Source: an optimization exercise on an open RTL-to-GDS flow (aim: small area, a short achievable clock period and few clock cycles per item). Production flows keep margins and buffers that such runs may drop.
Function was checked by simulation only, so behaviour that the tests miss may differ from the original.
Power and IR drop assume default switching activity.

### flow/flow/run.sh
#!/bin/bash
set -euo pipefail
bash standard.sh SETUP_SLACK_MARGIN=6 finish > standard_flow.log 2>&1
### flow/standard.sh
#!/bin/bash
# synth_recipe.tcl (not shown) runs the flow's synth.tcl, then flattens the netlist and writes it again
# the make line also repeats each setting of config.mk as NAME=value (left out here)
make -C /OpenROAD-flow-scripts/flow DESIGN_CONFIG=/design/flow/config.mk WORK_HOME=/design/flow/orfs CLKGATE_MAP_FILE= SYNTH_SCRIPT=/design/flow/synth_recipe.tcl "${@:-finish}"
### flow/config.mk
export PLATFORM = sky130hd
export DESIGN_NAME = css_length_to_fixed_px
export DESIGN_NICKNAME = css_length_to_fixed_px
export VERILOG_FILES = /design/flow/design.v
export SDC_FILE = /design/flow/constraint.sdc
export NUM_CORES = 4
export LEC_CHECK = 0
export ABC_CLOCK_PERIOD_IN_PS = 3000
export CAP_MARGIN = 20
export CORE_MARGIN = 2
export CORE_UTILIZATION = 60
export SLEW_MARGIN = 20
### flow/constraint.sdc
create_clock -name core_clock -period 10.0 [get_ports {clk}]
set_input_delay 2.0000 -clock core_clock [delete_from_list [all_inputs] [get_ports {clk}]]
set_output_delay 2.0000 -clock core_clock [all_outputs]
set_load 0.01 [all_outputs]
### flow/design.v
package cltfp_pkg;
  localparam logic [7:0] CHR_ZERO  = 8'd48;
  localparam logic [7:0] CHR_NINE  = 8'd57;
  localparam logic [7:0] CHR_DOT   = 8'd46;
  localparam logic [7:0] CHR_SPACE = 8'd32;
  localparam logic [7:0] CHR_E     = 8'd101;
  localparam logic [7:0] CHR_M     = 8'd109;
  typedef struct packed {
    logic        inv;       
    logic        sat;       
    logic        em;        
    logic        ovf;       
    logic [31:0] intp;      
    logic [13:0] frac;      
  } job_t;
endpackage
import cltfp_pkg::*;
module cltfp_front (
  input  logic              clk,
  input  logic              rst,
  input  logic              step,       
  input  logic              i_end,
  input  logic              i_dig,
  input  logic              i_dot,
  input  logic              i_spc,
  input  logic              i_e,
  input  logic              i_m,
  input  logic [3:0]        i_d,
  input  logic [3:0]        i_sel,      
  input  logic [15:0]       em_scale,
  output cltfp_pkg::job_t   job,        
  output logic [31:0]       iem_out,    
  output logic              iem_ovf_out
);
  localparam logic [1:0] SCAN_NUM = 2'd0, SCAN_UNIT = 2'd1, SCAN_DONE = 2'd2;
  localparam logic [1:0] NUM_INT = 2'd0, NUM_FRAC = 2'd1, NUM_STOP = 2'd2;
  localparam logic [1:0] UNIT_NONE = 2'd0, UNIT_E = 2'd1, UNIT_EM = 2'd2, UNIT_OTHER = 2'd3;
  localparam logic [1:0] CMP_EQ = 2'd0, CMP_LT = 2'd1, CMP_GT = 2'd2;
  logic [1:0]  scan_phase, number_phase, unit_match, cmp;
  logic        digit_seen;
  logic [23:0] ipx;         
  logic        ipx_ovf;
  logic [13:0] frac;
  logic [2:0]  fcnt;
  logic [3:0]  nsig;        
  logic [19:0] ds;          
  logic        ds_v;        
  logic        end_d;       
  logic [31:0] iem;         
  logic        iem_ovf;
  function automatic logic [3:0] kdig(input logic [3:0] p);
    case (p)
      4'd0: kdig = 4'd1;  4'd1: kdig = 4'd0;  4'd2: kdig = 4'd9;  4'd3: kdig = 4'd9;
      4'd4: kdig = 4'd5;  4'd5: kdig = 4'd1;  4'd6: kdig = 4'd1;  4'd7: kdig = 4'd6;
      4'd8: kdig = 4'd2;  4'd9: kdig = 4'd7;  4'd10: kdig = 4'd7; 4'd11: kdig = 4'd7;
      default: kdig = 4'd5;
    endcase
  endfunction
  logic [27:0] ipx_x10;
  logic [13:0] fweight;
  logic [35:0] iem_x10;
  logic [18:0] pp_a, pp_b, pp_c;
  logic [19:0] ds_next;
  logic        in_num, int_dig, frac_dig, mant_dig;
  logic [1:0]  unit_stepped;
  logic [3:0]  kd;
  always_comb begin
    in_num   = (scan_phase == SCAN_NUM);
    int_dig  = in_num && i_dig && (number_phase == NUM_INT);
    frac_dig = in_num && i_dig && (number_phase == NUM_FRAC) && (fcnt != 3'd4);
    mant_dig = int_dig || frac_dig;
    ipx_x10  = {ipx, 3'b0} + {3'b0, ipx, 1'b0} + 28'(i_d);
    case ({fcnt[1:0], i_d})
      6'd1: fweight = 14'd1000;
      6'd2: fweight = 14'd2000;
      6'd3: fweight = 14'd3000;
      6'd4: fweight = 14'd4000;
      6'd5: fweight = 14'd5000;
      6'd6: fweight = 14'd6000;
      6'd7: fweight = 14'd7000;
      6'd8: fweight = 14'd8000;
      6'd9: fweight = 14'd9000;
      6'd17: fweight = 14'd100;
      6'd18: fweight = 14'd200;
      6'd19: fweight = 14'd300;
      6'd20: fweight = 14'd400;
      6'd21: fweight = 14'd500;
      6'd22: fweight = 14'd600;
      6'd23: fweight = 14'd700;
      6'd24: fweight = 14'd800;
      6'd25: fweight = 14'd900;
      6'd33: fweight = 14'd10;
      6'd34: fweight = 14'd20;
      6'd35: fweight = 14'd30;
      6'd36: fweight = 14'd40;
      6'd37: fweight = 14'd50;
      6'd38: fweight = 14'd60;
      6'd39: fweight = 14'd70;
      6'd40: fweight = 14'd80;
      6'd41: fweight = 14'd90;
      6'd49: fweight = 14'd1;
      6'd50: fweight = 14'd2;
      6'd51: fweight = 14'd3;
      6'd52: fweight = 14'd4;
      6'd53: fweight = 14'd5;
      6'd54: fweight = 14'd6;
      6'd55: fweight = 14'd7;
      6'd56: fweight = 14'd8;
      6'd57: fweight = 14'd9;
      default: fweight = 14'd0;
    endcase
    pp_a     = ({19{i_sel[3]}} & {em_scale, 3'b0}) | ({19{i_sel[2]}} & {1'b0, em_scale, 2'b0});
    pp_b     = {19{i_sel[1]}} & {2'b0, em_scale, 1'b0};
    pp_c     = {19{i_sel[0]}} & {3'b0, em_scale};
    ds_next  = 20'(pp_a) + 20'(pp_b) + 20'(pp_c);
    iem_x10  = {1'b0, iem, 3'b0} + {3'b0, iem, 1'b0} + 36'(ds);
    kd       = kdig(nsig);
    case (unit_match)
      UNIT_NONE: unit_stepped = i_e ? UNIT_E : UNIT_OTHER;
      UNIT_E:    unit_stepped = i_m ? UNIT_EM : UNIT_OTHER;
      default:   unit_stepped = UNIT_OTHER;
    endcase
  end
  always_ff @(posedge clk) begin
    if (rst || (step && i_end)) begin
      scan_phase   <= SCAN_NUM;
      number_phase <= NUM_INT;
      unit_match   <= UNIT_NONE;
      digit_seen   <= 1'b0;
      ipx          <= '0;
      ipx_ovf      <= 1'b0;
      frac         <= '0;
      fcnt         <= '0;
      nsig         <= '0;
      cmp          <= CMP_EQ;
    end else if (step) begin
      if (in_num) begin
        if (i_dig) begin
          if (number_phase != NUM_STOP) digit_seen <= 1'b1;
        end else if (i_dot) begin
          number_phase <= (number_phase == NUM_INT) ? NUM_FRAC : NUM_STOP;
        end else if (!i_spc) begin
          scan_phase <= SCAN_UNIT;
          unit_match <= unit_stepped;
        end
      end else if (scan_phase == SCAN_UNIT) begin
        if (i_spc) scan_phase <= SCAN_DONE;
        else       unit_match <= unit_stepped;
      end
      if (int_dig) begin
        ipx     <= ipx_x10[23:0];
        ipx_ovf <= ipx_ovf || (|ipx_x10[27:24]);
      end
      if (frac_dig) begin
        frac <= frac + fweight;
        fcnt <= fcnt + 3'd1;
      end
      if (mant_dig && (i_d != 4'd0 || nsig != 4'd0)) begin
        if (nsig != 4'd14) nsig <= nsig + 4'd1;
        if (nsig < 4'd13 && cmp == CMP_EQ)
          cmp <= (i_d > kd) ? CMP_GT : ((i_d < kd) ? CMP_LT : CMP_EQ);
      end
    end
  end
  always_ff @(posedge clk) begin
    if (rst) begin
      ds_v  <= 1'b0;
      end_d <= 1'b0;
    end else begin
      ds_v  <= step && int_dig;
      end_d <= step && i_end;
    end
  end
  always_ff @(posedge clk) begin
    ds        <= ds_next;
  end
  always_ff @(posedge clk) begin
    if (rst || end_d) begin
      iem     <= '0;
      iem_ovf <= 1'b0;
    end else if (ds_v) begin
      iem     <= iem_x10[31:0];
      iem_ovf <= iem_ovf || (|iem_x10[35:32]);
    end
  end
  assign iem_out     = iem;
  assign iem_ovf_out = iem_ovf;
  logic em;
  assign em       = (unit_match == UNIT_EM);
  assign job.em   = em;
  assign job.inv  = !digit_seen;
  assign job.sat  = (nsig == 4'd14) || (nsig == 4'd13 && cmp != CMP_LT);
  assign job.ovf  = digit_seen && !em && ipx_ovf;
  assign job.intp = !digit_seen ? (em ? {12'b0, em_scale, 4'b0} : 32'd4096)
                                : {ipx, 8'b0};
  assign job.frac = frac;
endmodule
import cltfp_pkg::*;
module cltfp_job_queue (
  input  logic             clk,
  input  logic             rst,
  input  logic             push,
  input  cltfp_pkg::job_t  wdata,
  input  logic [31:0]      iem,
  input  logic             iem_ovf,
  input  logic             pop,
  output cltfp_pkg::job_t  rdata,
  output logic             valid,      
  output logic             ready,      
  output logic             pend        
);
  assign ready = valid && !pend;
  always_ff @(posedge clk) begin
    if (rst) begin
      valid <= 1'b0;
      pend  <= 1'b0;
    end else if (push) begin
      valid <= 1'b1;
      pend  <= 1'b1;
    end else begin
      pend <= 1'b0;
      if (pop) valid <= 1'b0;
    end
  end
  always_ff @(posedge clk) begin
    if (push) begin
      rdata <= wdata;
    end else if (pend && rdata.em && !rdata.inv) begin
      rdata.intp <= iem;
      rdata.ovf  <= iem_ovf;
    end
  end
endmodule
import cltfp_pkg::*;
module cltfp_scaler (
  input  logic              clk,
  input  logic              rst,
  input  logic              rst_now,    
  input  logic              load,       
  input  cltfp_pkg::job_t   ljob,
  output logic              free,       
  output logic              busy,       
  input  logic [15:0]       em_scale,
  input  logic [3:0]        em_msb,     
  input  logic              em_nb,      
  output logic              res_valid,
  input  logic              pop,
  output logic [31:0]       px_value,
  output logic              invalid
);
  logic             stepping;    
  logic             adding;      
  logic             em;
  logic [13:0]      frac;
  logic [3:0]       bit_idx;
  logic             sbit;        
  logic [13:0]      rem;
  logic [1:0]       qd_last;     
  logic [15:0]      t0, t1, t2;
  logic [1:0]       qd;
  logic [13:0]      rem_next;
  logic [3:0]       qpos;        
  logic [16:0]      csum1, csum2;
  logic [16:0]      ccar1, ccar2;
  logic [15:0]      x2r;
  logic [15:0]      xfb;
  logic [32:0]      sum;
  logic [3:0]       bit_next;
  logic             sbit_next;
  assign free = !busy;
  logic [3:0] lstart;
  logic       lsteps;
  assign lstart = ljob.em ? em_msb : 4'd8;
  assign lsteps = (ljob.frac != 14'd0) && !ljob.sat && !ljob.ovf && (lstart != 4'd0);
  always_comb begin
    x2r   = {1'b0, rem, 1'b0};
    xfb   = sbit ? {2'b0, frac} : 16'd0;
    t0    = x2r + xfb;
    csum1 = 17'(x2r ^ xfb ^ 16'(-16'sd10000));
    ccar1 = {((x2r & xfb) | (x2r & 16'(-16'sd10000)) | (xfb & 16'(-16'sd10000))), 1'b0};
    t1    = csum1[15:0] + ccar1[15:0];
    csum2 = 17'(x2r ^ xfb ^ 16'(-16'sd20000));
    ccar2 = {((x2r & xfb) | (x2r & 16'(-16'sd20000)) | (xfb & 16'(-16'sd20000))), 1'b0};
    t2    = csum2[15:0] + ccar2[15:0];
    if (!t2[15])      begin qd = 2'd2; rem_next = t2[13:0]; end
    else if (!t1[15]) begin qd = 2'd1; rem_next = t1[13:0]; end
    else              begin qd = 2'd0; rem_next = t0[13:0]; end
    sum       = {1'b0, px_value} + (33'(qd_last) << qpos);
    bit_next  = bit_idx - 4'd1;
    sbit_next = em ? em_scale[bit_next] : (bit_next == 4'd8);
  end
  always_ff @(posedge clk) begin
    if (rst || rst_now) begin
      busy      <= 1'b0;
      stepping  <= 1'b0;
      adding    <= 1'b0;
      res_valid <= 1'b0;
    end else if (load) begin
      busy      <= 1'b1;
      stepping  <= lsteps;
      adding    <= 1'b0;
      res_valid <= !lsteps;
    end else if (stepping) begin
      if (bit_idx == 4'd0) begin
        stepping <= 1'b0;
        adding   <= 1'b1;
      end
    end else if (adding) begin
      adding    <= 1'b0;
      res_valid <= 1'b1;
    end else if (res_valid && pop) begin
      busy      <= 1'b0;
      res_valid <= 1'b0;
    end
  end
  always_ff @(posedge clk) begin
    if (load) begin
      em       <= ljob.em;
      frac     <= ljob.frac;
      bit_idx  <= lstart - 4'd1;
      sbit     <= ljob.em && em_nb;
      qpos     <= lstart;
      rem      <= ljob.frac;
      qd_last  <= '0;
      px_value <= (ljob.sat || ljob.ovf) ? 32'hFFFF_FFFF : ljob.intp;
      invalid  <= ljob.inv;
    end else if (stepping) begin
      bit_idx  <= bit_next;
      qpos     <= bit_idx;
      sbit     <= sbit_next;
      rem      <= rem_next;
      qd_last  <= qd;
      px_value <= sum[32] ? 32'hFFFF_FFFF : sum[31:0];
    end else if (adding) begin
      px_value <= sum[32] ? 32'hFFFF_FFFF : sum[31:0];
    end
  end
endmodule
import cltfp_pkg::*;
module css_length_to_fixed_px #(
  parameter int FRAC_DIGITS = 4
) (
  input  logic        clk,
  input  logic        rst,
  input  logic        push,
  output logic        full,
  input  logic [7:0]  char_code,
  input  logic        is_end,
  output logic        empty,
  input  logic        pop,
  output logic [31:0] px_value,
  output logic        invalid,
  input  logic        em_to_px_we,
  input  logic [15:0] em_to_px
);
  logic [15:0] em_scale;
  logic [3:0]  em_msb;
  logic       i_v, i_end, i_dig, i_dot, i_spc, i_e, i_m;
  logic [3:0] i_d;
  logic [3:0] i_sel;
  logic       step;
  cltfp_pkg::job_t fjob, wjob;
  logic [31:0]     iem;
  logic            iem_ovf;
  logic            w_v, w_ready, w_pend, w_push;
  logic            e_free, e_load, e_busy;
  logic            res_valid;
  logic irst;
  always_ff @(posedge clk) begin
    irst <= rst;
  end
  logic i_ve;    
  assign full   = irst || (i_ve && w_v && (e_busy || w_pend));
  assign step   = i_v && !full;
  assign empty  = !res_valid;
  always_ff @(posedge clk) begin
    if (rst) begin
      em_scale <= 16'h1000;
    end else if (em_to_px_we) begin
      em_scale <= em_to_px;
    end
  end
  logic [3:0] msb_c;
  logic       em_nb;
  always_comb begin
    msb_c = 4'd0;
    for (int k = 1; k < 16; k++)
      if (em_scale[k]) msb_c = 4'(k);
  end
  always_ff @(posedge clk) begin
    em_msb <= msb_c;
    em_nb  <= (msb_c != 4'd0) && em_scale[msb_c - 4'd1];
  end
  always_ff @(posedge clk) begin
    if (irst) begin
      i_v  <= 1'b0;
      i_ve <= 1'b0;
    end else if (!full) begin
      i_v  <= push;
      i_ve <= push && is_end;
    end
  end
  always_ff @(posedge clk) begin
    if (!full) begin
      i_end <= is_end;
    end
  end
  always_ff @(posedge clk) begin
    i_dig <= (char_code >= CHR_ZERO) && (char_code <= CHR_NINE);
    i_dot <= (char_code == CHR_DOT);
    i_spc <= (char_code == CHR_SPACE);
    i_e   <= (char_code == CHR_E);
    i_m   <= (char_code == CHR_M);
    i_d   <= char_code[3:0];
    i_sel <= {char_code[3], char_code[2] && !char_code[3], char_code[1], char_code[0]}
             & {4{char_code[7:4] == 4'h3}};
  end
  cltfp_front u_front (
    .clk         (clk),
    .rst         (irst),
    .step        (step),
    .i_end       (i_end),
    .i_dig       (i_dig),
    .i_dot       (i_dot),
    .i_spc       (i_spc),
    .i_e         (i_e),
    .i_m         (i_m),
    .i_d         (i_d),
    .i_sel       (i_sel),
    .em_scale    (em_scale),
    .job         (fjob),
    .iem_out     (iem),
    .iem_ovf_out (iem_ovf)
  );
  assign w_push = step && i_end;
  assign e_load = w_ready && e_free;
  cltfp_job_queue u_queue (
    .clk     (clk),
    .rst     (irst),
    .push    (w_push),
    .wdata   (fjob),
    .iem     (iem),
    .iem_ovf (iem_ovf),
    .pop     (e_load),
    .rdata   (wjob),
    .valid   (w_v),
    .ready   (w_ready),
    .pend    (w_pend)
  );
  cltfp_scaler u_scaler (
    .clk       (clk),
    .rst       (irst),
    .rst_now   (rst),
    .load      (e_load),
    .ljob      (wjob),
    .free      (e_free),
    .busy      (e_busy),
    .em_scale  (em_scale),
    .em_msb    (em_msb),
    .em_nb     (em_nb),
    .res_valid (res_valid),
    .pop       (pop),
    .px_value  (px_value),
    .invalid   (invalid)
  );
endmodule
==> flow_metrics.py, run 1 <==
metrics = {
    "floorplanning": {
        "rows": 66,
        "design.die.area_um2": 34600,
        "fp.dieW_um": 186,
        "start_util_pct": 61.0,
        "core_area_um2": 32600,
        "ios": 65,
        "die_y_um": 186,
    },
    "cells_and_area": {
        "synthToLayoutAreaGrowth_pct": 11.3,
        "fin_area_um2": 22200,
        "insertedDiodeCount": 0,
        "drive_above_1_share_pct": 6.01,
        "n_fill_cell": 2680,
        "nNetsFinal": 2537,
        "final_cells": 2720,
        "final_core_util_pct": 67.9,
    },
    "global_routing": {
        "antenna_found_initial": 4,
        "grt_pass1_vias": 15503,
        "grt-ovfl-total": 0,
        "grt_start_max_net_pins": 46,
        "grt_usage_pct": 28.8,
        "grt_pass1_wl_um": 79600,
    },
    "placement": {
        "routabilityCongestion": 0.929,
        "place_area_um2": 20900,
        "io_buffers": 64,
        "dpl.cell_count": 2651,
        "hpwl_um": 36800,
    },
    "setup_path": {
        "reg2reg_depth": 15,
        "r2r-end": "u_scaler.rem[8]",
        "criticalPathCategory": "flop to primary output",
        "cp.required_ns": 8.00,
        "cp-end-kind": "primary output",
        "cp.arrival_ns": 1.93,
        "r2r_slack_ns": 6.18,
        "startpoint_type": "flop",
        "crit_path_max_fanout": 6,
        "r2r-start": "u_scaler.sbit",
    },
    "logic_synthesis": {
        "synth-main-ff-cell": "dfxtp_1",
        "yosys_warnings": 4,
        "async_flop_share_pct": 0,
        "synth_top_area_cell": "edfxtp_1",
        "netlist_instances": 2215,
        "synth_most_common_cell": "nand2_1",
        "synth_common_cells": "nand2_1 (256), ha_1 (209), nor2_1 (208)",
        "synth_area_um2": 19900,
        "synth.top_cell.area_share_pct": 18.4,
        "synth_cell_types": 88,
        "synth_area_leaders": "edfxtp_1 (18%), dfxtp_1 (16%), ha_1 (13%)",
        "synth_enable_flop_cells": 122,
        "avgSynthCellArea_um2": 8.98,
        "ys_ff_latch": 280,
        "ys_seq_area_share_pct": 34.3,
        "synth_nets": 2500,
    },
    "power": {
        "powerDensity_nw_per_um2": 118,
        "ir_worst_vdd_mv": 0.129,
        "p_leak_nw": 9.64,
    },
    "min_path": {
        "hold_class": "flop to flop",
        "min_from": "u_front.frac[13]",
        "hold_depth": 0,
        "whs_endpoint": "u_queue.rdata[13]",
    },
    "clocking": {
        "hold_buffers": 0,
        "htree_levels": 2,
        "cts.sinks": 280,
        "cts_tree": "built",
        "path_clk_slew_ns": 0.06,
        "ctsRootBufferMaster": "clkbuf_16",
        "clock_latency_ns": 0.51,
        "clockBufferDepth": 3,
        "cts_buffers": 34,
    },
    "sta": {
        "period_minus_slack_ns": 3.93,
        "slew_headroom_pct": 36.5,
        "drv_slew": 0,
        "setup_viol": 0,
        "worst_pin_slew_ns": 0.949,
        "min_period_over_period_pct": 39.3,
        "hold_viol_final": 0,
        "skew_ns": 0.0240,
        "rsz0062_at_grt": "no",
        "finalSetupTns_ns": 0,
        "fmax_mhz": 255,
    },
    "routing": {
        "vias": 16373,
        "wirelength_um": 49400,
        "firstDrtPassIters": 5,
        "drc": 0,
        "viasPerCell": 6.02,
        "ant_nets": 0,
        "wl_per_cell_um": 18.2,
        "drtIter0Drc": 1120,
    },
    "run_status": {
        "status": "timing/DRC/antenna clean",
    },
    "job": {
        "cap_viol_max_count": 0,
    },
}
## area by class of cell
cell class / count / area [um^2] / share of cell area (%)
tap: 442 / 553 / 2.50
inverter: 127 / 480 / 2.17
clock buffer: 45 / 966 / 4.36
clock inverter: 17 / 121 / 0.548
sequential: 280 / 6830 / 30.9
timing repair buffer: 88 / 832 / 3.76
multi-input combinational: 1721 / 12400 / 55.8
## worst max-delay path by stage
stage / from / end / slack [ns] / depth (start not counted)
final: u_front.end_d / full / 6.07 / 4
after global routing: u_front.end_d / full / 5.99 / 4
after CTS: u_scaler.sbit / u_scaler.rem[3] / 6.03 / 13
after detailed placement: u_scaler.sbit / u_scaler.rem[3] / 5.52 / 13
after global placement: u_scaler.sbit / u_scaler.rem[3] / 5.68 / 13
after floorplan: u_scaler.sbit / u_scaler.rem[12] / 6.37 / 15
## repair_timing
| action | 4_1_cts | 5_1_grt |
|---|---|---|
| resized for setup | 7 | 25 |
| pin swaps | 0 | 2 |
| endpoints found under the setup margin | 15 | 48 |
| setup buffers | 3 | 3 |
## placed cells by master (no fill, tap or decap), types with 44 or more instances in the layout
cell type,synthesis,routed
and2_1,48,47
inv_1,125,124
nand2_1,256,255
clkdlybuf4s50_1,0,64
edfxtp_1,122,122
nand3_1,64,63
a21oi_1,160,160
fa_1,46,44
nor2_1,208,207
o21ai_0,83,79
nor3_1,53,53
xnor2_1,67,67
ha_1,209,208
dfxtp_1,158,154
## flip-flops by register name, summed over array words and instances, names as in the netlist, 2 cells and up
register / cells
u_queue.rdata: 50
u_front.iem: 32
u_scaler.px_value: 32
u_front.ipx: 24
u_front.ds: 20
em_scale: 16
u_front.frac: 14
u_scaler.frac: 14
u_scaler.rem: 14
em_msb: 4
i_d: 4
i_sel: 4
u_front.kd: 4
u_front.nsig: 4
u_scaler.bit_idx: 4
u_scaler.qpos: 4
u_front.fcnt: 3
u_front.cmp: 2
u_front.number_phase: 2
u_front.scan_phase: 2
u_front.unit_match: 2
u_scaler.qd_last: 2
## stage by stage
stage	setup slack (ns)	power, mW	hold slack (ns)
after global routing	5.99	2.71	0.487
after detailed placement	5.52	1.44	0.452
after global placement	5.68	1.44	0.444
after floorplan	6.37	1.38	0.421
final	6.07	2.62	0.468
after CTS	6.03	2.64	0.466
## power by group
group	switching, mW	leakage [nW]	internal, mW
clock	0.487	0.527	0.709
combinational	0.106	6.72	0.0820
sequential	0.0292	2.40	1.21
total	0.622	9.64	2.00
## metal layers
layer / share of wire [%] / wire length (um) / up-vias / GRT usage (%)
li1: - / - / 8000 / -
met1: 47 / 23200 / 7771 / 41.8
met2: 44 / 21900 / 525 / 46.2
met3: 6.9 / 3420 / 71 / 4.03
met4: 1.6 / 794 / 6 / 5.83
met5: 0.087 / 43 / - / 0
## logic make-up (layout without fill, tap and decap cells)
family,Yosys count,count (layout),share of synthesized area (%)
buffers and inverters,214,277,4.09
AND/OR/NAND/NOR,779,779,18.3
flip-flops,280,280,34.3
AO/OA/AOI/OAI,527,527,17.5
XOR/XNOR,109,109,4.84
multiplexers,51,51,3.14
adder cells (fa/ha/maj),255,255,17.8
## critical path, cell delays in order (launching register included)
cell and delay, ns:
dfxtp_1 0.37, o211ai_4 0.31, and2_4 0.22, inv_1 0.04, clkdlybuf4s50_1 0.47
Testbench counts, summed over its fixed seeds: cycles 32,263, items 3,200.
==> run 2, diff against run 1 <==
==> flow/flow/run.sh (replaced) <==
#!/bin/bash
set -euo pipefail
bash standard.sh SETUP_SLACK_MARGIN=7 finish > standard_flow.log 2>&1
--- a/flow/config.mk
+++ b/flow/config.mk
@@ -8,5 +8,5 @@
 export ABC_CLOCK_PERIOD_IN_PS = 3000
 export CAP_MARGIN = 20
 export CORE_MARGIN = 2
-export CORE_UTILIZATION = 60
+export CORE_UTILIZATION = 40
 export SLEW_MARGIN = 20
==> run 2 against run 1 <==
- critical endpoint is now u_scaler.rem[12]
- non-clock buffer count up 189
- clock skew shrank 0.0063 ns
- maximum frequency up 9.5%
- still clean on timing, DRC and antenna
- power fell by 2.2%
- count of clock-buffer cells in the layout down 7
- via count increased by 4.7%
- sequential share of layout area shrank 3.3 points
- die area grew 49%
- sequential power about the same
==> flow_metrics.py, run 2 <==
metrics = {
    "run_status": {
        "status": "timing/DRC/antenna clean",
    },
    "logic_synthesis": {
        "synth_enable_flop_cells": 122,
        "ys_ff_latch": 280,
        "avgSynthCellArea_um2": 8.98,
        "muxShareOfSynthArea_pct": 3.14,
        "yosys_warnings": 4,
        "async_flop_share_pct": 0,
        "synth.top_cell.area_share_pct": 18.4,
        "synth_top_area_cell": "edfxtp_1",
        "synthXorXnorAreaFrac_pct": 4.84,
        "netlist_instances": 2215,
        "yosys.area_share.simple_pct": 18.3,
        "synth_common_cells": "nand2_1 (256), ha_1 (209), nor2_1 (208)",
        "synth_cell_types": 88,
        "synth_most_common_cell": "nand2_1",
        "synth-main-ff-cell": "dfxtp_1",
        "synth_compound_area_share_pct": 17.5,
        "synth_top_family_by_area": "simple AND/OR/NAND/NOR gates",
        "synth_area_leaders": "edfxtp_1 (18%), dfxtp_1 (16%), ha_1 (13%)",
        "ys_seq_area_share_pct": 34.3,
        "synth_fa_ha_area_share_pct": 17.8,
        "synth_nets": 2500,
        "synth_area_um2": 19900,
    },
    "sta": {
        "drv_slew": 0,
        "fmax_mhz": 279,
        "setup_slack_ns": 6.41,
        "worst_pin_slew_ns": 0.950,
        "skew_ns": 0.0177,
        "finalSetupTns_ns": 0,
        "rsz0062_at_grt": "yes",
        "hold_viol_final": 0,
        "setup_viol": 0,
        "period_minus_slack_ns": 3.59,
        "slew_headroom_pct": 36.4,
        "min_period_over_period_pct": 35.9,
    },
    "global_routing": {
        "grt-ovfl-total": 0,
        "grt_pass1_vias": 16789,
        "grt_start_max_net_pins": 47,
        "grt_usage_pct": 20.7,
        "antenna_found_initial": 0,
        "grt_pass1_wl_um": 86300,
    },
    "floorplanning": {
        "design.die.area_um2": 51500,
        "fp.dieW_um": 227,
        "rows": 81,
        "ios": 65,
        "core_area_um2": 49100,
        "die_y_um": 227,
        "start_util_pct": 40.6,
    },
    "placement": {
        "pre_cts_slack_ns": 5.57,
        "hpwl_um": 36900,
        "io_buffers": 64,
        "routabilityCongestion": 0.887,
    },
    "cells_and_area": {
        "nNetsFinal": 2725,
        "reg_top3": "u_queue.rdata: 50 flops, u_front.iem: 32 flops, u_scaler.px_value: 32 flops",
        "largest_reg_flops": 50,
        "layout_common_cells": "nand2_1 (245), nor2_1 (196), buf_4 (182)",
        "top_register": "u_queue.rdata",
        "drive_above_1_share_pct": 23.6,
        "final_common_cell": "nand2_1",
        "synthToLayoutAreaGrowth_pct": 26.5,
    },
    "routing": {
        "wirelength_um": 55200,
        "drc": 0,
        "vias": 17143,
        "wl_per_cell_um": 17.6,
        "firstDrtPassIters": 6,
        "drtIter0Drc": 1300,
        "ant_nets": 0,
        "viasPerCell": 5.48,
    },
    "min_path": {
        "hold_class": "flop to flop",
    },
    "clocking": {
        "hold_buffers": 0,
        "clockBufferDepth": 3,
        "htree_levels": 1,
        "clock_latency_ns": 0.57,
        "cts_buffers": 31,
        "cts_tree": "built",
        "ctsRootBufferMaster": "clkbuf_16",
        "path_clk_slew_ns": 0.07,
        "cts.sinks": 280,
    },
    "setup_path": {
        "cp.required_ns": 10.32,
        "cp-end-kind": "flop",
        "crit_path_max_fanout": 5,
        "startpoint_type": "flop",
        "criticalPathCategory": "flop to flop",
        "cp.arrival_ns": 3.91,
        "r2r_slack_ns": 6.41,
    },
    "power": {
        "p_leak_nw": 10.8,
        "powerDensity_nw_per_um2": 102,
        "ir_worst_vdd_mv": 0.109,
    },
    "job": {
        "cap_viol_max_count": 0,
    },
}
## run 2: cells by family after synthesis
| logic type | Yosys count |
|---|---|
| compound gates | 527 |
| xor+xnor | 109 |
| fa+ha+maj | 255 |
| buf+inv | 214 |
| flops | 280 |
| mux | 51 |
| simple gates | 779 |
## run 2: worst paths after layout
kind / from / to / depth (start not counted)
worst min register to register: u_front.frac[7] / u_queue.rdata[7] / 0
worst max register to register: u_scaler.sbit / u_scaler.rem[12] / 15
worst max-delay path: u_scaler.sbit / u_scaler.rem[12] / 15
worst min-delay path: u_front.frac[7] / u_queue.rdata[7] / 0
## run 2: metrics by stage
stage / instance area [um^2] / hold slack (ns) / power (mW) / util (%) / cells
3_3_place_gp: 21400 / 0.435 / 1.45 / 43.5 / 2870
2_1_floorplan: 20200 / 0.423 / 1.39 / - / 2215
3_5_place_dp: 21400 / 0.458 / 1.45 / 43.6 / 2871
5_1_grt: 25200 / 0.486 / 2.66 / 51.3 / 3128
4_1_cts: 24200 / 0.477 / 2.57 / 49.3 / 3078
6_report: 25200 / 0.472 / 2.57 / 51.3 / 3129
## run 2: worst max-delay path: stages (launching register included)
cell	delay [ns]
edfxtp_1	0.48
buf_6	0.18
buf_4	0.13
and2_4	0.13
ha_4	0.17
ha_4	0.18
fa_2	0.35
a21o_1	0.20
a21o_1	0.20
a21o_1	0.17
a2111o_1	0.41
a31o_2	0.27
a21oi_2	0.13
xnor2_1	0.07
a211oi_1	0.20
o21ai_1	0.08
## run 2: cell type report
| type | instances | area, um^2 |
|---|---|---|
| Fill cell | 4457 | 23900 |
| Multi-Input combinational cell | 1723 | 13600 |
| Sequential cell | 280 | 6930 |
| Timing Repair Buffer | 277 | 2310 |
| Clock buffer | 38 | 832 |
| Tap cell | 664 | 831 |
| Inverter | 127 | 508 |
| Clock inverter | 19 | 139 |
| Antenna cell | 1 | 2.50 |
## run 2: layer usage
layer / routed length (um) / vias to the layer above / GRT usage, %
met3: 2320 / 97 / 1.79
met2: 26000 / 438 / 34.5
met1: 25500 / 8217 / 28.5
met4: 1440 / 0 / 6.26
li1: - / 8391 / -
met5: 0 / - / 0
## run 2: where the power goes
group          total, mW  leakage, nW  switching [mW]  internal, mW
Clock               1.09        0.484           0.473         0.617
Sequential          1.23         2.42          0.0285          1.21
Combinational      0.242         7.86           0.129         0.113
## run 2: timing repair
item,4_1_cts,5_1_grt
gates resized for setup,342,148
endpoints found under the hold margin,0,0
setup buffers,146,49
pin swaps,103,122
gates cloned,4,1
setup endpoints to repair,127,133
==> run 3, diff against run 2 <==
==> flow/flow/run.sh (replaced) <==
#!/bin/bash
set -euo pipefail
bash standard.sh SETUP_SLACK_MARGIN=6.5 finish > standard_flow.log 2>&1
==> run 3 against run 2 <==
- still clean on timing, DRC and antenna
- first-iteration DRC count fell by 9.3%
- die area did not move
- hold slack improved by 0.0070 ns
- worst setup slack improved by 0.065 ns
- non-clock buffer count fell by 130
- core utilization fell by 3.5 points
- sequential power barely moved
- count of clock-buffer cells in the layout rose by 8
- cell count fell by 4.3%
- area after synthesis did not move
- register-to-register slack improved by 0.06 ns
- largest power group unchanged
==> flow_metrics.py, run 3 <==
metrics = {
    "logic_synthesis": {
        "avgSynthCellArea_um2": 8.98,
        "yosys.area_share.simple_pct": 18.3,
        "synth_fa_ha_area_share_pct": 17.8,
        "async_flop_share_pct": 0,
        "muxShareOfSynthArea_pct": 3.14,
        "ys_ff_latch": 280,
        "synth-main-ff-cell": "dfxtp_1",
        "synth_cell_types": 88,
        "ys_seq_area_share_pct": 34.3,
        "synth_enable_flop_cells": 122,
        "synthXorXnorAreaFrac_pct": 4.84,
        "netlist_instances": 2215,
        "synth_nets": 2500,
        "synth_top_family_by_area": "simple AND/OR/NAND/NOR gates",
        "synth_area_um2": 19900,
        "yosys_warnings": 4,
        "synth_most_common_cell": "nand2_1",
        "synth_top_area_cell": "edfxtp_1",
        "synth.top_cell.area_share_pct": 18.4,
        "synth_area_leaders": "edfxtp_1 (18%), dfxtp_1 (16%), ha_1 (13%)",
        "synth_common_cells": "nand2_1 (256), ha_1 (209), nor2_1 (208)",
        "synth_compound_area_share_pct": 17.5,
    },
    "global_routing": {
        "grt_pass1_wl_um": 83700,
        "grt_use_met1_pct": 29.5,
        "grt-ovfl-total": 0,
        "met3_usage_pct": 2.40,
        "grt_start_max_net_pins": 46,
        "antenna_found_initial": 0,
        "grt_usage_pct": 19.9,
        "grt-busiest-layer": "met2",
        "grt_pass1_vias": 15928,
        "use_met2_pct": 31.2,
    },
    "setup_path": {
        "startpoint_type": "flop",
        "crit_path_max_fanout": 6,
        "reg2reg_depth": 13,
        "cp.required_ns": 10.30,
        "crit_end": "u_scaler.rem[8]",
        "r2r_slack_ns": 6.48,
        "r2r-end": "u_scaler.rem[8]",
        "cp-end-kind": "flop",
        "r2r-start": "u_scaler.sbit",
        "startpoint": "u_scaler.sbit",
        "criticalPathCategory": "flop to flop",
        "cp.arrival_ns": 3.82,
    },
    "cells_and_area": {
        "synthToLayoutAreaGrowth_pct": 17.9,
        "drive_above_1_share_pct": 12.6,
        "top_register": "u_queue.rdata",
        "nNetsFinal": 2593,
        "final_common_cell": "nand2_1",
        "insertedDiodeCount": 0,
        "fin_area_um2": 23500,
        "n_fill_cell": 4651,
        "layout_common_cells": "nand2_1 (249), nor2_1 (205), ha_1 (196)",
        "reg_top3": "u_queue.rdata: 50 flops, u_front.iem: 32 flops, u_scaler.px_value: 32 flops",
        "final_core_util_pct": 47.8,
        "largest_reg_flops": 50,
    },
    "sta": {
        "hold_slack_ns": 0.479,
        "fmax_mhz": 284,
        "slew_headroom_pct": 37.9,
        "period_minus_slack_ns": 3.52,
        "setup_viol": 0,
        "min_period_over_period_pct": 35.2,
        "rsz0062_at_grt": "yes",
        "setup_slack_ns": 6.48,
        "skew_ns": 0.0310,
        "worst_pin_slew_ns": 0.928,
        "drv_slew": 0,
        "hold_viol_final": 0,
        "finalSetupTns_ns": 0,
    },
    "min_path": {
        "hold_class": "flop to flop",
        "hold_depth": 0,
    },
    "power": {
        "p_leak_nw": 10.1,
        "powerDensity_nw_per_um2": 113,
        "ir_worst_vdd_mv": 0.127,
    },
    "routing": {
        "firstDrtPassIters": 5,
        "wl_per_cell_um": 17.4,
        "vias": 16564,
        "drc": 0,
        "viasPerCell": 5.53,
        "wirelength_um": 52000,
        "drtIter0Drc": 1179,
        "ant_nets": 0,
    },
    "clocking": {
        "path_clk_slew_ns": 0.07,
        "htree_levels": 1,
        "clock_latency_ns": 0.58,
        "cts_buffers": 30,
        "ctsRootBufferMaster": "clkbuf_16",
        "clockBufferDepth": 3,
        "cts_tree": "built",
        "cts.sinks": 280,
    },
    "placement": {
        "pre_cts_slack_ns": 5.49,
        "io_buffers": 64,
        "hpwl_um": 37200,
        "routabilityCongestion": 0.925,
        "place_area_um2": 21200,
    },
    "floorplanning": {
        "rows": 81,
        "die_y_um": 227,
        "start_util_pct": 40.6,
        "ios": 65,
        "fp.dieW_um": 227,
        "core_area_um2": 49100,
        "design.die.area_um2": 51500,
    },
    "job": {
        "cap_viol_max_count": 0,
    },
    "run_status": {
        "status": "timing/DRC/antenna clean",
    },
}
## run 3: cell families after synthesis
kind of cell               Yosys count
xor gates and xnor gates           109
AOI/OAI and AO/OA                  527
buffers and inverters              214
adders and majority gates          255
DFF                                280
muxes                               51
and+or+nand+nor                    779
## run 3: timing repair
action / in CTS / in global routing
hold buffers: 0 / 0
pin swaps: 30 / 59
setup endpoints to repair: 102 / 78
resized for setup: 116 / 95
buffers inserted: 36 / 31
cloned: 1 / 1
hold endpoints to repair: 0 / 0
## run 3: critical path, cell delays in order, from the launching register on
cell	delay, ns
edfxtp_1	0.53
and2_4	0.22
buf_6	0.11
fa_1	0.48
a211o_1	0.34
a31oi_4	0.24
o21ai_4	0.10
a2111oi_4	0.35
o41ai_2	0.13
buf_4	0.19
and2_4	0.14
a311oi_2	0.21
a2bb2oi_2	0.17
o21ai_1	0.06
## run 3: per-stage QoR
step	total power, mW	std cells
detailed placement	1.45	2871
CTS	2.66	2964
floorplan	1.38	2215
global placement	1.44	2871
finish	2.64	2996
global route	2.73	2996
## run 3: layer usage
metal	part of all wire, %	vias up
met4	1.6	0
li1	-	8113
met1	50	7922
met5	0	-
met2	43	462
met3	5.4	67
## run 3: cell type report
type	instances	area, um^2	share of cell area, %
clock buffer	46	970	4.13
clock inverter	10	110	0.469
inverter	127	480	2.05
multi-input combinational	1722	12900	55.0
sequential	280	6870	29.3
tap	664	831	3.54
timing repair buffer	147	1280	5.48
## run 3: worst min path at each step
stage,from,to,slack [ns]
after floorplan,u_queue.rdata[49],u_scaler.invalid,0.42
after global placement,u_front.ds[0],u_front.iem[0],0.45
after detailed placement,u_front.ds[0],u_front.iem[0],0.47
after CTS,u_queue.rdata[49],u_scaler.invalid,0.48
after global routing,u_queue.rdata[49],u_scaler.invalid,0.49
final,u_front.frac[3],u_queue.rdata[3],0.48
## run 3: power by group
| part | total, mW | switching, mW | internal (mW) |
|---|---|---|---|
| Combinational | 0.210 | 0.117 | 0.0929 |
| Sequential | 1.24 | 0.0287 | 1.21 |
| Clock | 1.20 | 0.477 | 0.720 |
| Total | 2.64 | 0.622 | 2.02 |
==> run 4, diff against run 3 <==
--- a/flow/design.v
+++ b/flow/design.v
@@ -216,7 +216,7 @@
       pend  <= 1'b0;
     end else if (push) begin
       valid <= 1'b1;
-      pend  <= 1'b1;
+      pend  <= wdata.em && !wdata.inv;
     end else begin
       pend <= 1'b0;
       if (pop) valid <= 1'b0;
@@ -225,7 +225,7 @@
   always_ff @(posedge clk) begin
     if (push) begin
       rdata <= wdata;
-    end else if (pend && rdata.em && !rdata.inv) begin
+    end else if (pend) begin
       rdata.intp <= iem;
       rdata.ovf  <= iem_ovf;
     end
==> run 4 against run 3 <==
- critical path depth is 9 lower
- critical path type is now flop to primary output
- power is 2.5% higher
- routed wire length is 2.1% higher
- hold slack worse by 0.057 ns
- design area is 1.8% higher
- clock power is 3% higher
- first-iteration DRC count is 2.6% higher
- worst setup slack better by 0.074 ns
==> flow_metrics.py, run 4 <==
metrics = {
    "logic_synthesis": {
        "synth_cell_types": 99,
        "synth_enable_flop_cells": 122,
        "synth.top_cell.area_share_pct": 18.0,
        "synth_nets": 2533,
        "ys_ff_latch": 281,
        "netlist_instances": 2248,
        "avgSynthCellArea_um2": 9.03,
        "synth_most_common_cell": "nand2_1",
        "ys_seq_area_share_pct": 33.7,
        "synth_area_um2": 20300,
        "yosys_warnings": 4,
        "synth_top_area_cell": "edfxtp_1",
        "synth_common_cells": "nand2_1 (227), nor2_1 (211), ha_1 (209)",
        "synth_area_leaders": "edfxtp_1 (18%), dfxtp_1 (16%), ha_1 (13%)",
        "synth-main-ff-cell": "dfxtp_1",
        "async_flop_share_pct": 0,
    },
    "routing": {
        "viasPerCell": 5.49,
        "wl_per_cell_um": 17.6,
        "firstDrtPassIters": 6,
        "drc": 0,
        "ant_nets": 0,
        "wirelength_um": 53100,
        "drtIter0Drc": 1210,
        "vias": 16624,
    },
    "clocking": {
        "clockBufferDepth": 3,
        "path_clk_slew_ns": 0.06,
        "clock_latency_ns": 0.55,
        "hold_buffers": 0,
        "htree_levels": 2,
        "cts_tree": "built",
        "ctsRootBufferMaster": "clkbuf_16",
        "cts_buffers": 34,
        "cts.sinks": 281,
    },
    "global_routing": {
        "grt_pass1_vias": 16093,
        "grt_usage_pct": 20.0,
        "grt-ovfl-total": 0,
        "grt_pass1_wl_um": 85400,
        "antenna_found_initial": 0,
        "grt_start_max_net_pins": 58,
    },
    "setup_path": {
        "criticalPathCategory": "flop to primary output",
        "path_buf_inv": 2,
        "cpPeakStageDelay_ns": 0.36,
        "r2r_slack_ns": 6.60,
        "startpoint_type": "flop",
        "cp-end-kind": "primary output",
        "cp.required_ns": 8.00,
        "cp_top_family": "flip-flops",
        "crit_path_max_fanout": 4,
        "critical_path.cell_chain": "o211ai_4 > and2b_2 > inv_2 > buf_6",
        "cp_slowest_cell": "dfxtp_4",
        "cp.arrival_ns": 1.45,
    },
    "sta": {
        "drv_slew": 0,
        "setup_viol": 0,
        "setup_slack_ns": 6.55,
        "skew_ns": 0.0220,
        "period_minus_slack_ns": 3.45,
        "hold_slack_ns": 0.422,
        "finalSetupTns_ns": 0,
        "slew_headroom_pct": 27.4,
        "worst_pin_slew_ns": 1.08,
        "fmax_mhz": 290,
        "rsz0062_at_grt": "yes",
        "hold_viol_final": 0,
        "min_period_over_period_pct": 34.5,
    },
    "placement": {
        "io_buffers": 64,
        "hpwl_um": 38800,
        "pre_cts_slack_ns": 5.75,
        "routabilityCongestion": 0.927,
    },
    "cells_and_area": {
        "layout_common_cells": "nand2_1 (219), nor2_1 (209), ha_1 (193)",
        "reg_top3": "u_queue.rdata: 50 flops, u_front.iem: 32 flops, u_scaler.px_value: 32 flops",
        "largest_reg_flops": 50,
        "multiInputGateArea_um2": 13300,
        "nNetsFinal": 2615,
        "insertedDiodeCount": 0,
        "top_register": "u_queue.rdata",
        "final_common_cell": "nand2_1",
        "drive_above_1_share_pct": 14.0,
        "ff_latch_area_um2": 6900,
        "n_fill_cell": 4693,
        "synthToLayoutAreaGrowth_pct": 17.6,
    },
    "job": {
        "cap_viol_max_count": 0,
    },
    "min_path": {
        "hold_class": "flop to flop",
    },
    "floorplanning": {
        "core_area_um2": 50200,
        "ios": 65,
        "design.die.area_um2": 52600,
        "rows": 82,
        "die_y_um": 229,
        "start_util_pct": 40.5,
        "fp.dieW_um": 229,
    },
    "power": {
        "powerDensity_nw_per_um2": 113,
        "p_leak_nw": 10.2,
        "ir_worst_vdd_mv": 0.0866,
    },
    "run_status": {
        "status": "timing/DRC/antenna clean",
    },
}
## run 4: cell count changes after synthesis, sizes merged, moves of 9 or more
cell    before  now
a21oi      161  202
nand2      256  228
o22a        28    5
and3        12   26
buf          8   20
o21ai       92  104
a221oi      13    4
nor3        53   44
## run 4: routing by layer
metal  up-vias  part of all wire (%)  track usage (%)
met5         -                     0                0
met4         0                   2.4             5.84
met3        72                   4.4             2.80
met2       382                    45             31.5
met1      7991                    48             28.3
li1       8179                     -                -
## run 4: final timing paths
check                    start               end  cells after the start
min          u_queue.rdata[49]  u_scaler.invalid                      0
min reg2reg  u_queue.rdata[49]  u_scaler.invalid                      0
max reg2reg           i_sel[3]    u_front.ds[19]                     12
max              u_scaler.busy              full                      4
## run 4: kinds of logic after synthesis
group / count (synthesis) / share of synthesized area, %
simple gates: 779 / 18.5
compound gates: 545 / 18.0
fa+ha+maj: 255 / 17.4
xor+xnor: 114 / 4.96
mux: 55 / 3.22
flops: 281 / 33.7
buf+inv: 219 / 4.21
## run 4: cell type report
type,count,share of cell area [%]
well taps,672,3.52
multi-input cells,1749,55.7
clock buffers,46,4.06
repair buffers,146,5.30
inverters,118,1.87
clock inverters,15,0.639
flip-flops and latches,281,28.9
## run 4: metrics by stage
| step | cells | utilization (%) | power, mW | area [um^2] |
|---|---|---|---|---|
| 6_report | 3027 | 47.6 | 2.71 | 23900 |
| 5_1_grt | 3027 | 47.6 | 2.81 | 23900 |
| 4_1_cts | 2993 | 46.2 | 2.73 | 23200 |
| 3_5_place_dp | 2897 | 42.8 | 1.46 | 21500 |
| 3_3_place_gp | 2897 | 42.8 | 1.46 | 21500 |
| 2_1_floorplan | 2248 | - | 1.40 | 20300 |
## run 4: power by group
part | switching [mW] | internal, mW | total (mW) | leakage [nW]
Clock | 0.506 | 0.738 | 1.24 | 0.546
Combinational | 0.125 | 0.101 | 0.227 | 7.22
Sequential | 0.0266 | 1.21 | 1.24 | 2.40
Total | 0.658 | 2.05 | 2.71 | 10.2
## run 4: worst reg2reg max path: cells and delay by family (launching register included)
family                   cells  cell delay (ns)
AO/OA/AOI/OAI                9             1.92
adder cells (fa/ha/maj)      2             0.75
flip-flops                   1             0.41
AND/OR/NAND/NOR              1             0.16
## run 4: what timing repair did
| action | in CTS | in global routing |
|---|---|---|
| pin swaps | 27 | 61 |
| cloned | 2 | 0 |
| gates resized for setup | 115 | 101 |
| setup buffers | 33 | 34 |
| endpoints found under the hold margin | 0 | 0 |
| endpoints found under the setup margin | 92 | 69 |
Testbench counts of run 4, summed over its fixed seeds: cycles 32,111, items 3,200.
==> run 5, diff against run 4 <==
--- a/flow/config.mk
+++ b/flow/config.mk
@@ -8,5 +8,5 @@
 export ABC_CLOCK_PERIOD_IN_PS = 3000
 export CAP_MARGIN = 20
 export CORE_MARGIN = 2
-export CORE_UTILIZATION = 40
+export CORE_UTILIZATION = 60
 export SLEW_MARGIN = 20
==> run 5 against run 4 <==
- still clean on timing, DRC and antenna
- worst setup slack lost 0.057 ns
- maximum frequency down 1.6%
- via count increased by 1.8%
- critical path depth stayed put
- combinational power grew 4%
- non-clock buffer count grew 9
- register-to-register slack got worse by 0.05 ns
- clock skew down 0.0077 ns
- area after synthesis is the same
==> flow_metrics.py, run 5 <==
metrics = {
    "run_status": {
        "status": "timing/DRC/antenna clean",
    },
    "routing": {
        "drtIter0Drc": 1250,
        "ant_nets": 0,
        "drc": 0,
        "wl_per_cell_um": 18.8,
        "wirelength_um": 52900,
        "viasPerCell": 6.03,
        "firstDrtPassIters": 7,
        "vias": 16915,
    },
    "sta": {
        "worst_pin_slew_ns": 1.04,
        "setup_viol": 0,
        "skew_ns": 0.0143,
        "hold_slack_ns": 0.435,
        "fmax_mhz": 285,
        "period_minus_slack_ns": 3.51,
        "hold_viol_final": 0,
        "min_period_over_period_pct": 35.1,
        "setup_slack_ns": 6.49,
        "slew_headroom_pct": 30.7,
        "finalSetupTns_ns": 0,
        "rsz0062_at_grt": "yes",
        "drv_slew": 0,
    },
    "cells_and_area": {
        "layout_common_cells": "nand2_1 (218), nor2_1 (207), ha_1 (187)",
        "insertedDiodeCount": 0,
        "largest_reg_flops": 50,
        "final_core_util_pct": 71.5,
        "fin_area_um2": 23900,
        "ff_latch_area_um2": 6900,
        "n_fill_cell": 2546,
        "nNetsFinal": 2620,
        "top_register": "u_queue.rdata",
        "reg_top3": "u_queue.rdata: 50 flops, u_front.iem: 32 flops, u_scaler.px_value: 32 flops",
        "drive_above_1_share_pct": 15.2,
        "final_common_cell": "nand2_1",
        "multiInputGateArea_um2": 13500,
        "final_cells": 2807,
        "synthToLayoutAreaGrowth_pct": 17.8,
    },
    "setup_path": {
        "r2r_slack_ns": 6.55,
        "cp_slowest_cell": "dfxtp_4",
        "r2r-start": "u_scaler.sbit",
        "criticalPathCategory": "flop to primary output",
        "startpoint_type": "flop",
        "critical_path.cell_chain": "o211ai_4 > and2b_2 > inv_2 > buf_6",
        "startpoint": "u_scaler.busy",
        "cpPeakStageDelay_ns": 0.37,
        "cp.required_ns": 8.00,
        "cp-end-kind": "primary output",
        "cp.arrival_ns": 1.51,
        "crit_path_max_fanout": 2,
    },
    "logic_synthesis": {
        "synth-main-ff-cell": "dfxtp_1",
        "synth_area_um2": 20300,
        "synth_most_common_cell": "nand2_1",
        "synth_common_cells": "nand2_1 (227), nor2_1 (211), ha_1 (209)",
        "synth_enable_flop_cells": 122,
        "avgSynthCellArea_um2": 9.03,
        "synth.top_cell.area_share_pct": 18.0,
        "ys_ff_latch": 281,
        "synth_cell_types": 99,
        "async_flop_share_pct": 0,
        "yosys_warnings": 4,
        "synth_nets": 2533,
        "netlist_instances": 2248,
        "ys_seq_area_share_pct": 33.7,
        "synth_area_leaders": "edfxtp_1 (18%), dfxtp_1 (16%), ha_1 (13%)",
        "synth_top_area_cell": "edfxtp_1",
    },
    "placement": {
        "dpl.cell_count": 2673,
        "place_area_um2": 21200,
        "routabilityCongestion": 0.910,
        "io_buffers": 64,
        "hpwl_um": 37200,
        "pre_cts_slack_ns": 5.78,
    },
    "clocking": {
        "path_clk_slew_ns": 0.06,
        "cts_buffers": 30,
        "hold_buffers": 0,
        "htree_levels": 1,
        "ctsRootBufferMaster": "clkbuf_16",
        "clock_latency_ns": 0.56,
        "cts_tree": "built",
        "cts.sinks": 281,
        "clockBufferDepth": 3,
    },
    "power": {
        "p_leak_nw": 10.3,
        "ir_worst_vdd_mv": 0.125,
        "power_mw": 2.71,
        "powerDensity_nw_per_um2": 113,
    },
    "floorplanning": {
        "ios": 65,
        "core_area_um2": 33400,
        "rows": 67,
        "die_y_um": 188,
        "start_util_pct": 60.7,
        "fp.dieW_um": 188,
        "design.die.area_um2": 35300,
    },
    "global_routing": {
        "use_met2_pct": 48.1,
        "grt_usage_pct": 29.0,
        "grt_start_max_net_pins": 58,
        "grt_pass1_vias": 16222,
        "grt-busiest-layer": "met2",
        "grt-ovfl-total": 0,
        "met3_usage_pct": 2.51,
        "grt_use_met1_pct": 40.5,
        "grt_pass1_wl_um": 83700,
        "antenna_found_initial": 1,
    },
    "min_path": {
        "min_from": "u_queue.rdata[49]",
        "hold_class": "flop to flop",
    },
    "job": {
        "cap_viol_max_count": 0,
    },
}
[run 5: cell counts after synthesis]
No cell type changed its count.
[run 5: critical path: cells and delay by family (launching register included)]
family | cells | cell delay, ns
DFF | 1 | 0.37
AOI/OAI and AO/OA | 1 | 0.23
and+or+nand+nor | 1 | 0.20
buffers and inverters | 2 | 0.15
[run 5: power breakdown]
part	internal, mW	switching, mW
sequential	1.21	0.0258
combinational	0.107	0.130
clock	0.754	0.478
[run 5: worst paths after layout]
path	cells after the start	endpoint
worst max-delay path	4	full
worst min-delay path	0	u_scaler.invalid
worst max register to register	15	u_scaler.rem[12]
worst min register to register	0	u_scaler.invalid
[run 5: area by class of cell]
cell class / instances / share of cell area, %
Inverter: 118 / 1.87
Multi-Input combinational cell: 1749 / 56.4
Tap cell: 448 / 2.34
Clock buffer: 37 / 3.51
Timing Repair Buffer: 155 / 5.93
Sequential cell: 281 / 28.9
Clock inverter: 19 / 1.13
[run 5: cells by family after synthesis]
group | count (synthesis) | synth area share, %
flip-flops | 281 | 33.7
adder cells (fa/ha/maj) | 255 | 17.4
AND/OR/NAND/NOR | 779 | 18.5
buffers and inverters | 219 | 4.21
AO/OA/AOI/OAI | 545 | 18.0
multiplexers | 55 | 3.22
XOR/XNOR | 114 | 4.96
[run 5: timing repair]
action / 4_1_cts / 5_1_grt
resized for setup: 80 / 166
pin swaps: 27 / 74
cloned: 1 / 1
setup buffers: 39 / 37
endpoints found under the setup margin: 83 / 74
[run 5: routing by layer]
metal	vias to the layer above	routed length (um)
li1	8192	-
met2	484	24700
met3	106	2530
met1	8133	24000
met5	-	0
met4	0	1620
==> run 6, diff against run 5 <==
--- a/flow/config.mk
+++ b/flow/config.mk
@@ -8,5 +8,5 @@
 export ABC_CLOCK_PERIOD_IN_PS = 3000
 export CAP_MARGIN = 20
 export CORE_MARGIN = 2
-export CORE_UTILIZATION = 60
+export CORE_UTILIZATION = 50
 export SLEW_MARGIN = 20
==> run 6 against run 5 <==
- still clean
- critical path type unchanged
- sequential share of layout area increased by 0.13 points
- clock skew about the same
- worst setup slack got worse by 0.020 ns
==> flow_metrics.py, run 6 <==
metrics = {
    "min_path": {
        "hold_class": "flop to flop",
        "min_from": "u_queue.rdata[4]",
        "hold_depth": 0,
        "whs_endpoint": "u_scaler.frac[4]",
    },
    "floorplanning": {
        "ios": 65,
        "fp.dieW_um": 205,
        "start_util_pct": 50.9,
        "rows": 73,
        "core_area_um2": 39900,
        "die_y_um": 205,
        "design.die.area_um2": 42200,
    },
    "logic_synthesis": {
        "ys_ff_latch": 281,
        "synth.top_cell.area_share_pct": 18.0,
        "synth_enable_flop_cells": 122,
        "netlist_instances": 2248,
        "synth_area_um2": 20300,
        "synth_most_common_cell": "nand2_1",
        "synth_nets": 2533,
        "avgSynthCellArea_um2": 9.03,
        "async_flop_share_pct": 0,
        "synth_cell_types": 99,
        "ys_seq_area_share_pct": 33.7,
        "synth_area_leaders": "edfxtp_1 (18%), dfxtp_1 (16%), ha_1 (13%)",
        "synth-main-ff-cell": "dfxtp_1",
        "yosys_warnings": 4,
        "synth_common_cells": "nand2_1 (227), nor2_1 (211), ha_1 (209)",
        "synth_top_area_cell": "edfxtp_1",
    },
    "sta": {
        "skew_ns": 0.0146,
        "slew_headroom_pct": 25.8,
        "worst_pin_slew_ns": 1.11,
        "rsz0062_at_grt": "yes",
        "period_minus_slack_ns": 3.53,
        "min_period_over_period_pct": 35.3,
        "setup_viol": 0,
        "drv_slew": 0,
        "fmax_mhz": 284,
        "hold_viol_final": 0,
        "finalSetupTns_ns": 0,
    },
    "power": {
        "intPower_mw": 2.08,
        "power_frac_seq_pct": 45.5,
        "power_frac_clock_pct": 46.3,
        "p_switching_mw": 0.644,
        "powerDensity_nw_per_um2": 114,
        "p_sw_share_pct": 23.7,
        "p_leak_nw": 10.3,
        "p_comb_share_pct": 8.2,
        "ir_worst_vdd_mv": 0.128,
    },
    "cells_and_area": {
        "largest_reg_flops": 50,
        "reg_top3": "u_queue.rdata: 50 flops, u_front.iem: 32 flops, u_scaler.px_value: 32 flops",
        "drive_above_1_share_pct": 14.2,
        "final_core_util_pct": 59.7,
        "multiInputGateArea_um2": 13300,
        "ff_latch_area_um2": 6900,
        "nNetsFinal": 2618,
        "top_register": "u_queue.rdata",
        "synthToLayoutAreaGrowth_pct": 17.3,
        "layout_common_cells": "nand2_1 (221), nor2_1 (210), ha_1 (190)",
        "final_common_cell": "nand2_1",
        "n_fill_cell": 3542,
    },
    "placement": {
        "io_buffers": 64,
        "routabilityCongestion": 0.924,
        "hpwl_um": 38700,
    },
    "run_status": {
        "status": "timing/DRC/antenna clean",
    },
    "global_routing": {
        "grt-ovfl-total": 0,
        "antenna_found_initial": 1,
        "grt_pass1_vias": 15976,
        "grt_pass1_wl_um": 85800,
        "grt_start_max_net_pins": 58,
        "grt_usage_pct": 25.6,
    },
    "setup_path": {
        "cp-end-kind": "primary output",
        "r2r-end": "u_scaler.rem[11]",
        "cp.required_ns": 8.00,
        "cp.arrival_ns": 1.53,
        "crit_path_max_fanout": 2,
        "r2r-start": "u_scaler.sbit",
        "criticalPathCategory": "flop to primary output",
        "reg2reg_depth": 15,
        "r2r_slack_ns": 6.48,
        "startpoint_type": "flop",
    },
    "routing": {
        "firstDrtPassIters": 5,
        "wirelength_um": 54100,
        "wl_met3_um": 2160,
        "vias": 16613,
        "drtIter0Drc": 1081,
        "ant_nets": 0,
        "wl_met2_um": 25100,
        "viasPerCell": 5.76,
        "wl_met1_um": 25700,
        "maxUsedRoutingLayer": "met4",
        "wl_per_cell_um": 18.8,
        "drc": 0,
    },
    "clocking": {
        "ctsRootBufferMaster": "clkbuf_16",
        "cts_buffers": 31,
        "cts.sinks": 281,
        "path_clk_slew_ns": 0.07,
        "clock_latency_ns": 0.58,
        "cts_tree": "built",
        "hold_buffers": 0,
        "htree_levels": 1,
        "clockBufferDepth": 3,
    },
    "job": {
        "cap_viol_max_count": 0,
    },
}
-- run 6: cell counts after synthesis --
Identical to the previous run, type by type.
-- run 6: how the worst max path moves through the flow --
stage                                 from               endpoint  slack (ns)
after floorplan                     i_d[3]        u_front.ipx[22]        6.58
after global placement    u_scaler.qpos[0]   u_scaler.px_value[6]        5.94
after detailed placement  u_scaler.qpos[0]   u_scaler.px_value[4]        5.84
after CTS                    u_scaler.busy                   full        6.47
after global routing      u_scaler.qpos[3]  u_scaler.px_value[31]        6.37
final                        u_scaler.busy                   full        6.47
-- run 6: area by class of cell --
| type | instances | area share [%] |
|---|---|---|
| Inverter | 118 | 1.88 |
| Multi-Input combinational cell | 1749 | 56.0 |
| Antenna cell | 1 | 0.0105 |
| Clock buffer | 40 | 3.79 |
| Clock inverter | 17 | 0.962 |
| Sequential cell | 281 | 29.0 |
| Timing Repair Buffer | 152 | 5.59 |
| Tap cell | 525 | 2.76 |
-- run 6: metrics by stage --
stage,instances,cell area [um^2],hold slack [ns],total power [mW],setup WS [ns]
finish,2883,23800,0.472,2.72,6.47
global route,2883,23800,0.495,2.82,6.37
CTS,2844,23000,0.479,2.73,6.47
detailed placement,2752,21300,0.461,1.46,5.84
global placement,2752,21300,0.458,1.46,5.94
floorplan,2248,20300,0.400,1.40,6.58
-- run 6: layer usage --
metal,track usage (%),vias up
met1,36.6,7978
met2,41.6,361
met4,6.40,0
li1,-,8196
met3,2.36,78
met5,0,-
-- run 6: critical path, cell delays in order, from the launching register on --
cell and delay, ns:
dfxtp_4 0.37, o211ai_4 0.22, and2b_2 0.20, inv_1 0.04, buf_2 0.13
-- run 6: repair_timing --
item                                   CTS  global route
gates cloned                             3             0
pin swaps                               27            63
setup endpoints to repair               88            77
buffers inserted                        32            38
endpoints found under the hold margin    0             0
gates resized for setup                102           118
-- run 6: kinds of logic after synthesis --
family,after synthesis,share of synthesized area (%)
xor+xnor,114,4.96
buf+inv,219,4.21
flops,281,33.7
mux,55,3.22
simple gates,779,18.5
compound gates,545,18.0
fa+ha+maj,255,17.4
-- run 6: power by group through the flow --
stage               Combinational [mW]  Clock [mW]  Sequential (mW)
global placement                 0.194           0             1.27
floorplan                        0.150           0             1.25
global route                     0.247        1.33             1.24
detailed placement               0.196           0             1.27
finish                           0.224        1.26             1.24
CTS                              0.208        1.28             1.24
==> run 7, diff against run 6 <==
==> flow/flow/run.sh (replaced) <==
#!/bin/bash
set -euo pipefail
bash standard.sh SETUP_SLACK_MARGIN=6.75 finish > standard_flow.log 2>&1
--- a/flow/config.mk
+++ b/flow/config.mk
@@ -8,5 +8,5 @@
 export ABC_CLOCK_PERIOD_IN_PS = 3000
 export CAP_MARGIN = 20
 export CORE_MARGIN = 2
-export CORE_UTILIZATION = 50
+export CORE_UTILIZATION = 40
 export SLEW_MARGIN = 20
==> run 7 against run 6 <==
- still clean
- design area increased by 6.1%
- synthesized cell count unchanged
- die area up 24%
- sequential cell count is the same
- worst setup slack gained 0.016 ns
- clock power down 5%
- combinational power increased by 11%
- largest power group is now sequential cells
- highest routed layer unchanged
==> flow_metrics.py, run 7 <==
metrics = {
    "logic_synthesis": {
        "yosys_warnings": 4,
        "ys_ff_latch": 281,
        "avgSynthCellArea_um2": 9.03,
        "async_flop_share_pct": 0,
        "synth_most_common_cell": "nand2_1",
        "synth_area_um2": 20300,
        "netlist_instances": 2248,
        "synth_common_cells": "nand2_1 (227), nor2_1 (211), ha_1 (209)",
        "synth_nets": 2533,
        "synth_top_area_cell": "edfxtp_1",
        "synth_area_leaders": "edfxtp_1 (18%), dfxtp_1 (16%), ha_1 (13%)",
        "synth_cell_types": 99,
        "ys_seq_area_share_pct": 33.7,
        "synth_enable_flop_cells": 122,
        "synth-main-ff-cell": "dfxtp_1",
        "synth.top_cell.area_share_pct": 18.0,
    },
    "floorplanning": {
        "start_util_pct": 40.5,
        "design.die.area_um2": 52600,
        "fp.dieW_um": 229,
        "die_y_um": 229,
        "ios": 65,
        "rows": 82,
        "core_area_um2": 50200,
    },
    "sta": {
        "hold_viol_final": 0,
        "fmax_mhz": 285,
        "setup_slack_ns": 6.49,
        "min_period_over_period_pct": 35.1,
        "worst_pin_slew_ns": 1.10,
        "drv_slew": 0,
        "slew_headroom_pct": 26.4,
        "hold_slack_ns": 0.421,
        "skew_ns": 0.0408,
        "period_minus_slack_ns": 3.51,
        "finalSetupTns_ns": 0,
        "rsz0062_at_grt": "yes",
        "setup_viol": 0,
    },
    "cells_and_area": {
        "final_common_cell": "nand2_1",
        "reg_top3": "u_queue.rdata: 50 flops, u_front.iem: 32 flops, u_scaler.px_value: 32 flops",
        "final_cells": 3129,
        "n_fill_cell": 4593,
        "largest_reg_flops": 50,
        "drive_above_1_share_pct": 21.7,
        "fin_area_um2": 25300,
        "multiInputGateArea_um2": 13900,
        "layout_common_cells": "nand2_1 (213), nor2_1 (205), ha_1 (177)",
        "final_core_util_pct": 50.4,
        "synthToLayoutAreaGrowth_pct": 24.5,
        "nNetsFinal": 2717,
        "ff_latch_area_um2": 6920,
        "top_register": "u_queue.rdata",
    },
    "job": {
        "cap_viol_max_count": 0,
    },
    "clocking": {
        "cts_tree": "built",
        "ctsRootBufferMaster": "clkbuf_16",
        "cts_buffers": 34,
        "htree_levels": 2,
        "path_clk_slew_ns": 0.06,
        "clock_latency_ns": 0.55,
        "hold_buffers": 0,
        "cts.sinks": 281,
        "clockBufferDepth": 3,
    },
    "routing": {
        "drtIter0Drc": 1273,
        "drc": 0,
        "vias": 17219,
        "firstDrtPassIters": 8,
        "wirelength_um": 56400,
        "viasPerCell": 5.50,
        "ant_nets": 0,
        "wl_per_cell_um": 18.0,
    },
    "power": {
        "p_comb_share_pct": 9.3,
        "power_frac_clock_pct": 44.7,
        "power_mw": 2.69,
        "intPower_mw": 2.03,
        "p_switching_mw": 0.662,
        "power_frac_seq_pct": 46.0,
        "powerDensity_nw_per_um2": 106,
        "ir_worst_vdd_mv": 0.0865,
        "p_sw_share_pct": 24.6,
        "p_leak_nw": 10.7,
    },
    "setup_path": {
        "critical_path.cell_chain": "buf_6 > buf_4 > nand2_1 > ha_4 > inv_1 > ha_4 > or3_4 > a31oi_4 > o41ai_2 > buf_4 > o22ai_4 > o21ai_4 > buf_6 > and3_1 > o32a_1 > a31oi_1",
        "cp.arrival_ns": 3.91,
        "cpPeakStageDelay_ns": 0.48,
        "cp-end-kind": "flop",
        "crit_path_max_fanout": 7,
        "cp_slowest_cell": "edfxtp_1",
        "cp.required_ns": 10.40,
        "startpoint_type": "flop",
        "criticalPathCategory": "flop to flop",
    },
    "global_routing": {
        "grt_pass1_vias": 16499,
        "antenna_found_initial": 1,
        "grt_usage_pct": 20.5,
        "grt_pass1_wl_um": 87700,
        "grt_start_max_net_pins": 58,
        "grt-ovfl-total": 0,
    },
    "run_status": {
        "status": "timing/DRC/antenna clean",
    },
    "placement": {
        "dpl.cell_count": 2899,
        "routabilityCongestion": 0.872,
        "place_area_um2": 21500,
        "hpwl_um": 38800,
        "io_buffers": 64,
        "pre_cts_slack_ns": 5.86,
    },
    "min_path": {
        "hold_class": "flop to flop",
    },
}
## run 7: cell count changes in the layout (fill, tap and decap cells not counted), moves of 8 or more
cell	before	now
a21oi_2	28	38
ha_4	11	23
ha_1	190	177
nand2_1	221	213
dlygate4sd2_1	25	1
o21ai_0	83	74
a21oi_1	171	160
clkdlybuf4s15_1	0	21
buf_4	74	157
buf_6	10	18
dfxtp_1	139	130
## run 7: cell type report
type | instances | share of cell area, %
flip-flops and latches | 281 | 27.4
well taps | 672 | 3.33
diodes | 1 | 0.00990
clock buffers | 46 | 3.79
clock inverters | 14 | 0.441
inverters | 118 | 1.79
repair buffers | 248 | 8.36
multi-input cells | 1749 | 54.9
## run 7: critical path: cells and delay by family (launching register included)
family | cells | cell delay, ns
compound gates | 6 | 1.04
fa+ha+maj | 2 | 0.52
simple gates | 3 | 0.68
flops | 1 | 0.48
buf+inv | 5 | 0.65
## run 7: repair_timing
action | 4_1_cts | 5_1_grt
setup buffers | 97 | 68
gates cloned | 2 | 2
gates resized for setup | 223 | 176
setup endpoints to repair | 120 | 88
pin swaps | 81 | 133
## run 7: metal layers
| metal | vias to the layer above | GRT usage [%] | share of wire (%) |
|---|---|---|---|
| met5 | - | 0 | 0 |
| met1 | 8286 | 28.5 | 47 |
| met4 | 0 | 7.00 | 3.2 |
| li1 | 8403 | - | - |
| met2 | 435 | 32.6 | 45 |
| met3 | 95 | 2.70 | 4.2 |
## run 7: worst paths after layout
check | from | to | slack, ns | depth (start not counted)
setup reg to reg | u_scaler.sbit | u_scaler.rem[6] | 6.49 | 16
hold reg to reg | u_queue.rdata[49] | u_scaler.invalid | 0.42 | 0
setup / recovery | u_scaler.sbit | u_scaler.rem[6] | 6.49 | 16
hold / removal | u_queue.rdata[49] | u_scaler.invalid | 0.42 | 0
## run 7: power by group through the flow
stage / sequential (mW) / combinational, mW / clock [mW]
after CTS: 1.24 / 0.223 / 1.23
final: 1.24 / 0.249 / 1.20
after global routing: 1.24 / 0.271 / 1.27
after floorplan: 1.25 / 0.151 / 0
after detailed placement: 1.27 / 0.198 / 0
after global placement: 1.27 / 0.194 / 0
## run 7: cells by family (layout without fill, tap and decap cells)
family,Yosys count,after routing,synth area share [%]
adder cells (fa/ha/maj),255,255,17.4
buffers and inverters,219,426,4.21
flip-flops,281,281,33.7
XOR/XNOR,114,114,4.96
multiplexers,55,55,3.22
AO/OA/AOI/OAI,545,546,18.0
AND/OR/NAND/NOR,779,779,18.5
other,0,1,0
